What follows belongs to an exercise in optimizing a design on an open flow for small area; a production flow would make more cautious choices. Only simulation tests tie the RTL to the original design; equivalence was not proved. Power figures rest on the tool's default switching activity, not on a simulated workload.

// smpq_top
module smpq_top (
	input  logic        clk,
	input  logic        arst_n,
	input  logic        start,
	input  logic [1:0]  cmd_op,
	input  logic [31:0] cmd_value,
	output logic        busy,
	output logic        done,
	output logic [31:0] rsp_head,
	output logic [1:0]  rsp_status,
	output logic        rsp_empty,
	output logic [4:0]  rsp_count
);
For scale: about 530 flip-flops, about 79 I/O pins, ~12,000 um2 of cells after synthesis.
clock: 5.0 ns
lec_check: 0
cap_margin: 20
core_margin: 2
core_utilization: 70
cts_buf_list: sky130_fd_sc_hd__clkbuf_4
cts_cluster_diameter: 50
cts_cluster_size: 10
place_density: 0.85
slew_margin: 20
synth_hierarchical: 1
standard.sh (not shown) runs the stock make flow with config.mk's settings and CLKGATE_MAP_FILE= SYNTH_SCRIPT=/design/flow/synth_recipe.tcl, a recipe that flattens the netlist after the stock synthesis.
==> flow/flow/run.sh <==
#!/bin/bash
# The standard layout, with each port's buffer made of the smallest buffer cell
# and a clock tree without dummy loads.
export BUFFER_PORTS_ARGS="-buffer_cell sky130_fd_sc_hd__buf_1"
export CTS_ARGS="-sink_clustering_enable -repair_clock_nets -sink_clustering_size 10 -sink_clustering_max_diameter 50 -buf_list sky130_fd_sc_hd__clkbuf_4 -dont_use_dummy_load"
bash standard.sh > standard.log 2>&1
The first run went through all stages and came out clean.
Rerun with:
==> flow/flow/run.sh (replaced) <==
#!/bin/bash
# The standard layout, with each port's buffer made of the smallest buffer cell
# and a clock tree without dummy loads.
export BUFFER_PORTS_ARGS="-buffer_cell sky130_fd_sc_hd__buf_1"
export CTS_ARGS="-sink_clustering_enable -repair_clock_nets -sink_clustering_size 10 -sink_clustering_max_diameter 35 -buf_list sky130_fd_sc_hd__clkbuf_4 -dont_use_dummy_load"
bash standard.sh > standard.log 2>&1
CTS_CLUSTER_DIAMETER = 35   (was 50)
Result: Die area is unchanged; design area barely changes; clock-buffer cell count is higher by 2; final cell count is about the same; worst setup slack gains 0.035 ns; maximum frequency is higher by 0.81%.

========
The RTL this note starts from:
==> flow/design.v <==
package smpq_pkg;
	localparam int DEF_QUEUE_DEPTH = 16;
	localparam int VALUE_W         = 32;
	localparam int OCC_W           = 5;
	localparam logic [1:0] OP_INSERT = 2'd0;
	localparam logic [1:0] OP_REMOVE = 2'd1;
	localparam logic [1:0] OP_PEEK   = 2'd2;
	localparam logic [1:0] OP_NONE   = 2'd3;
	localparam logic [1:0] ST_OK    = 2'd0;
	localparam logic [1:0] ST_EMPTY = 2'd1;
	localparam logic [1:0] ST_FULL  = 2'd2;
endpackage
module smpq_ctrl (
	input  logic       clk,
	input  logic       arst_n,
	input  logic       start,
	input  logic [1:0] cmd_op,
	input  logic       full,
	input  logic       empty,
	input  logic       lt,
	output logic       busy,
	output logic       done,
	output logic [3:0] phase,
	output logic [4:0] count,
	output logic       sel_prev,
	output logic       sel_keep,
	output logic       sel_new_n,
	output logic [1:0] rsp_status,
	output logic       show_n
);
	logic [3:0] phase_q;
	logic [4:0] count_q;
	logic       armed_q;
	logic       win_q;
	logic       placed_q;
	logic       done_q;
	logic [1:0] status_q;
	logic       show_q;
	logic       removed_q;
	logic is_ins, is_rem, is_peek;
	logic ins_go, read_go;
	logic win, ready, take, last_step, behind, sel_new;
	assign is_ins  = (cmd_op == smpq_pkg::OP_INSERT);
	assign is_rem  = (cmd_op == smpq_pkg::OP_REMOVE);
	assign is_peek = (cmd_op == smpq_pkg::OP_PEEK);
	assign ins_go  = is_ins && !full;
	assign read_go = (is_rem || is_peek) && !empty;
	assign win       = win_q || (armed_q && ins_go && phase_q == 4'd15);
	assign last_step = win_q && phase_q == 4'd14;
	assign behind    = lt && !last_step;
	assign sel_prev  = win && behind;
	assign sel_new   = win && !behind && !(win_q && placed_q);
	assign sel_new_n = !sel_new;
	assign sel_keep  = !win && !(empty || removed_q) || (win && !behind && win_q && placed_q);
	always_comb begin
		if (ins_go)       ready = last_step;
		else if (read_go) ready = (phase_q == 4'd15);
		else              ready = 1'b1;
	end
	assign busy = !ready;
	assign take = start && ready;
	always_ff @(posedge clk or negedge arst_n) begin
		if (!arst_n) begin
			phase_q <= 4'd0;
			count_q <= 5'd0;
			armed_q <= 1'b0;
			win_q   <= 1'b0;
			done_q  <= 1'b0;
		end else begin
			if (take && ins_go)
				phase_q <= phase_q + 4'd2;
			else if (!(take && is_rem && !empty))
				phase_q <= phase_q + 4'd1;
			if (take && ins_go)
				count_q <= count_q + 5'd1;
			else if (take && is_rem && !empty)
				count_q <= count_q - 5'd1;
			armed_q <= start && !take && (armed_q || phase_q == 4'd11);
			win_q   <= win && !last_step;
			done_q  <= take;
		end
	end
	always_ff @(posedge clk) begin
		placed_q <= sel_new || (win_q && placed_q);
		if (is_ins && full)
			status_q <= smpq_pkg::ST_FULL;
		else if ((is_rem || is_peek) && empty)
			status_q <= smpq_pkg::ST_EMPTY;
		else
			status_q <= smpq_pkg::ST_OK;
		show_q <= read_go;
		removed_q <= take && is_rem && !empty;
	end
	assign done       = done_q;
	assign phase      = phase_q;
	assign count      = count_q;
	assign rsp_status = status_q;
	assign show_n     = !show_q;
endmodule
module smpq_datapath (
	input  logic        clk,
	input  logic [31:0] cmd_value,
	input  logic        sel_prev,
	input  logic        sel_keep,
	input  logic        sel_new_n,
	input  logic        show_n,
	output logic        key_lt,
	output logic [31:0] rsp_head
);
	logic [31:0] ring_q [16];
	logic [31:0] entry;
	logic [31:0] a;
	logic [31:0] c;
	logic [31:0] co;
	logic [2:0]  carry_q;
	always_ff @(posedge clk) begin
		ring_q[0] <= entry;
		for (int i = 1; i < 16; i++)
			ring_q[i] <= ring_q[i-1];
	end
	assign a = {ring_q[14][31:24], ring_q[13][23:16], ring_q[12][15:8], ring_q[11][7:0]};
	genvar i;
	generate
		for (i = 0; i < 32; i++) begin : g_bit
			if (i == 0) begin : g_c0
				assign c[i] = 1'b0;
			end else if (i % 8 == 0) begin : g_cq
				assign c[i] = carry_q[i/8 - 1];
			end else begin : g_ci
				assign c[i] = co[i-1];
			end
			smpq_slice #(
				.SIGN (i == 31)
			) u_slice (
				.prev      (ring_q[14][i]),
				.keep      (ring_q[15][i]),
				.key       (cmd_value[i]),
				.sel_prev  (sel_prev),
				.sel_keep  (sel_keep),
				.sel_new_n (sel_new_n),
				.a         (a[i]),
				.ci        (c[i]),
				.show_n    (show_n),
				.entry     (entry[i]),
				.co        (co[i]),
				.head      (rsp_head[i])
			);
		end
	endgenerate
	always_ff @(posedge clk) begin
		carry_q <= {co[23], co[15], co[7]};
	end
	assign key_lt = co[31];
endmodule
module smpq_slice #(
	parameter bit SIGN = 1'b0
) (
	input  logic prev,
	input  logic keep,
	input  logic key,
	input  logic sel_prev,
	input  logic sel_keep,
	input  logic sel_new_n,
	input  logic a,
	input  logic ci,
	input  logic show_n,
	output logic entry,
	output logic co,
	output logic head
);
	logic held;   
	logic u;      
	assign held  = SIGN ? key : ~key;
	assign u     = SIGN ? ~key : key;
	assign entry = (prev & sel_prev) | (keep & sel_keep) | (held & ~sel_new_n);
	assign co    = (u & a) | (u & ci) | (a & ci);
	assign head  = (SIGN ? keep : ~keep) & ~show_n;
endmodule
module sorted_min_priority_queue_core (
	input  logic        clk,
	input  logic        arst_n,
	input  logic        start,
	input  logic [1:0]  cmd_op,
	input  logic [31:0] cmd_value,
	output logic        busy,
	output logic        done,
	output logic [31:0] rsp_head,
	output logic [1:0]  rsp_status,
	output logic        rsp_empty,
	output logic [4:0]  rsp_count
);
	logic [3:0]  phase;
	logic [4:0]  count;
	logic        full;
	logic        empty;
	logic        key_lt;
	logic        sel_keep;
	logic        sel_prev;
	logic        sel_new_n;
	logic        show_n;
	assign full  = count[4];
	assign empty = (count == 5'd0);
	smpq_ctrl u_ctrl (
		.clk        (clk),
		.arst_n     (arst_n),
		.start      (start),
		.cmd_op     (cmd_op),
		.full       (full),
		.empty      (empty),
		.lt         (key_lt),
		.busy       (busy),
		.done       (done),
		.phase      (phase),
		.count      (count),
		.sel_prev   (sel_prev),
		.sel_keep   (sel_keep),
		.sel_new_n  (sel_new_n),
		.rsp_status (rsp_status),
		.show_n     (show_n)
	);
	smpq_datapath u_datapath (
		.clk       (clk),
		.cmd_value (cmd_value),
		.sel_prev  (sel_prev),
		.sel_keep  (sel_keep),
		.sel_new_n (sel_new_n),
		.show_n    (show_n),
		.key_lt    (key_lt),
		.rsp_head  (rsp_head)
	);
	assign rsp_empty = empty;
	assign rsp_count = count;
endmodule
module smpq_top (
	input  logic        clk,
	input  logic        arst_n,
	input  logic        start,
	input  logic [1:0]  cmd_op,
	input  logic [31:0] cmd_value,
	output logic        busy,
	output logic        done,
	output logic [31:0] rsp_head,
	output logic [1:0]  rsp_status,
	output logic        rsp_empty,
	output logic [4:0]  rsp_count
);
	sorted_min_priority_queue_core u_core (
		.clk        (clk),
		.arst_n     (arst_n),
		.start      (start),
		.cmd_op     (cmd_op),
		.cmd_value  (cmd_value),
		.busy       (busy),
		.done       (done),
		.rsp_head   (rsp_head),
		.rsp_status (rsp_status),
		.rsp_empty  (rsp_empty),
		.rsp_count  (rsp_count)
	);
endmodule
Settings: LEC_CHECK=0, CAP_MARGIN=20, CORE_MARGIN=2, CORE_UTILIZATION=45, CTS_BUF_LIST=sky130_fd_sc_hd__clkbuf_4, CTS_CLUSTER_DIAMETER=50, CTS_CLUSTER_SIZE=10, PLACE_DENSITY=0.6, SLEW_MARGIN=20, SYNTH_HIERARCHICAL=1; clock period 5.0 ns.
==> flow/flow/run.sh <==
#!/bin/bash
# The standard layout, with each port's buffer made of the smallest buffer cell.
export BUFFER_PORTS_ARGS="-buffer_cell sky130_fd_sc_hd__buf_1"
bash standard.sh > standard.log 2>&1
The baseline finished clean.
Rerun with:
- CORE_UTILIZATION: 45 -> 70
- PLACE_DENSITY: 0.6 -> 0.85
After rerunning: Final cell count drops by roughly a tenth; clock skew stays flat; worst setup slack improved by 0.054 ns; wire length increases by roughly a tenth.

========
smpq_top, a different RTL version from the one above (not shown whole).
Size: ~730 cells after synthesis, roughly 530 flip-flops, ~79 I/O pins.
Design smpq_top, start of the top module:
module smpq_top (
	input  logic        clk,
	input  logic        arst_n,
	input  logic        start,
	input  logic [1:0]  cmd_op,
	input  logic [31:0] cmd_value,
	output logic        busy,
	output logic        done,
	output logic [31:0] rsp_head,
	output logic [1:0]  rsp_status,
	output logic        rsp_empty,
	output logic [4:0]  rsp_count
);
clock: 5.0 ns
lec_check: 0
cap_margin: 20
core_margin: 2
core_utilization: 70
cts_buf_list: sky130_fd_sc_hd__clkbuf_4
cts_cluster_diameter: 50
cts_cluster_size: 10
place_density: 0.85
slew_margin: 20
synth_hierarchical: 1
==> flow/flow/run.sh <==
#!/bin/bash
# The standard layout, with each port's buffer made of the smallest buffer cell,
# a clock tree without dummy loads.
export BUFFER_PORTS_ARGS="-buffer_cell sky130_fd_sc_hd__buf_1"
export CTS_ARGS='-sink_clustering_enable -repair_clock_nets -sink_clustering_size 10 -sink_clustering_max_diameter 50 -buf_list {sky130_fd_sc_hd__clkbuf_2 sky130_fd_sc_hd__clkbuf_4 sky130_fd_sc_hd__clkbuf_8} -dont_use_dummy_load'
bash standard.sh > standard.log 2>&1
Rerun with:
==> flow/flow/run.sh (replaced) <==
#!/bin/bash
# The standard layout, with each port's buffer made of the smallest buffer cell,
# a clock tree without dummy loads.
export BUFFER_PORTS_ARGS="-buffer_cell sky130_fd_sc_hd__buf_1"
export CTS_ARGS="-sink_clustering_enable -repair_clock_nets -sink_clustering_size 11 -sink_clustering_max_diameter 35 -buf_list sky130_fd_sc_hd__clkbuf_4 -dont_use_dummy_load"
bash standard.sh > standard.log 2>&1
=> Worst hold slack loses 0.0098 ns; clock-buffer cell count falls by 3; clock skew came out higher by 0.036 ns; power came out lower by 7.9%; flip-flop and latch count does not change; wire length drops by 4.3%; fmax rose by 4.5%.
Rerun with:
==> flow/flow/run.sh (replaced) <==
#!/bin/bash
# The standard layout, with each port's buffer made of the smallest buffer cell,
# a clock tree without dummy loads.
export BUFFER_PORTS_ARGS="-buffer_cell sky130_fd_sc_hd__buf_1"
export CTS_ARGS="-sink_clustering_enable -repair_clock_nets -sink_clustering_size 11 -sink_clustering_max_diameter 50 -buf_list sky130_fd_sc_hd__clkbuf_4 -dont_use_dummy_load"
bash standard.sh > standard.log 2>&1
After rerunning:
- The changed run completed without violations
- total power is about the same
- cell area is about the same
- via count falls by about 0.6%
- sequential power barely changes

[what the ideal ports hide]
Ports are ideal in the flow. The routed layouts listed here were re-timed in OpenROAD.
Step 1 assumes that a clkbuf_16 drives the clock port and a buf_2 every other input.
Step 2, shift: input delay + t, output delay - t, t = (earliest + latest rising clock arrival at the registers) / 2. This alone moves slack from input paths to output paths.
a / b / c = ideal / step 1 / step 2; a / b = the first two.
run | t (ns) | setup WS [ns] | hold WS [ns] | worst setup path at the end | worst register clock-pin slew, ns
the first run of note 1 | 0.699 | 0.600 / 0.615 / -0.084 | 0.301 / 0.301 / 0.301 | input to register | 0.11 / 0.11
the second run of note 1 | 0.690 | 0.635 / 0.651 / -0.039 | 0.289 / 0.289 / 0.289 | input to register | 0.10 / 0.10
the first run of note 2 | 0.716 | 1.101 / 1.116 / 0.401 | 0.319 / 0.318 / 0.319 | input to register | 0.11 / 0.11
the second run of note 2 | 0.714 | 1.155 / 1.160 / 0.445 | 0.298 / 0.292 / 0.321 | input to register | 0.11 / 0.11
the first run of note 3 | 0.596 | 0.489 / 0.503 / -0.093 | 0.310 / 0.310 / 0.310 | input to register | 0.07 / 0.07
the second run of note 3 | 0.688 | 0.683 / 0.690 / 0.002 | 0.300 / 0.300 / 0.300 | input to register | 0.11 / 0.11
the third run of note 3 | 0.678 | 0.676 / 0.692 / 0.013 | 0.257 / 0.257 / 0.257 | input to register | 0.12 / 0.12
Met with ideal ports but missed after step 2: setup timing in the first run of note 1, the second run of note 1 and the first run of note 3. For the second run of note 2, which loses most, drivers alone change the setup slack by +0.005 ns; drivers and shift together by -0.710 ns.
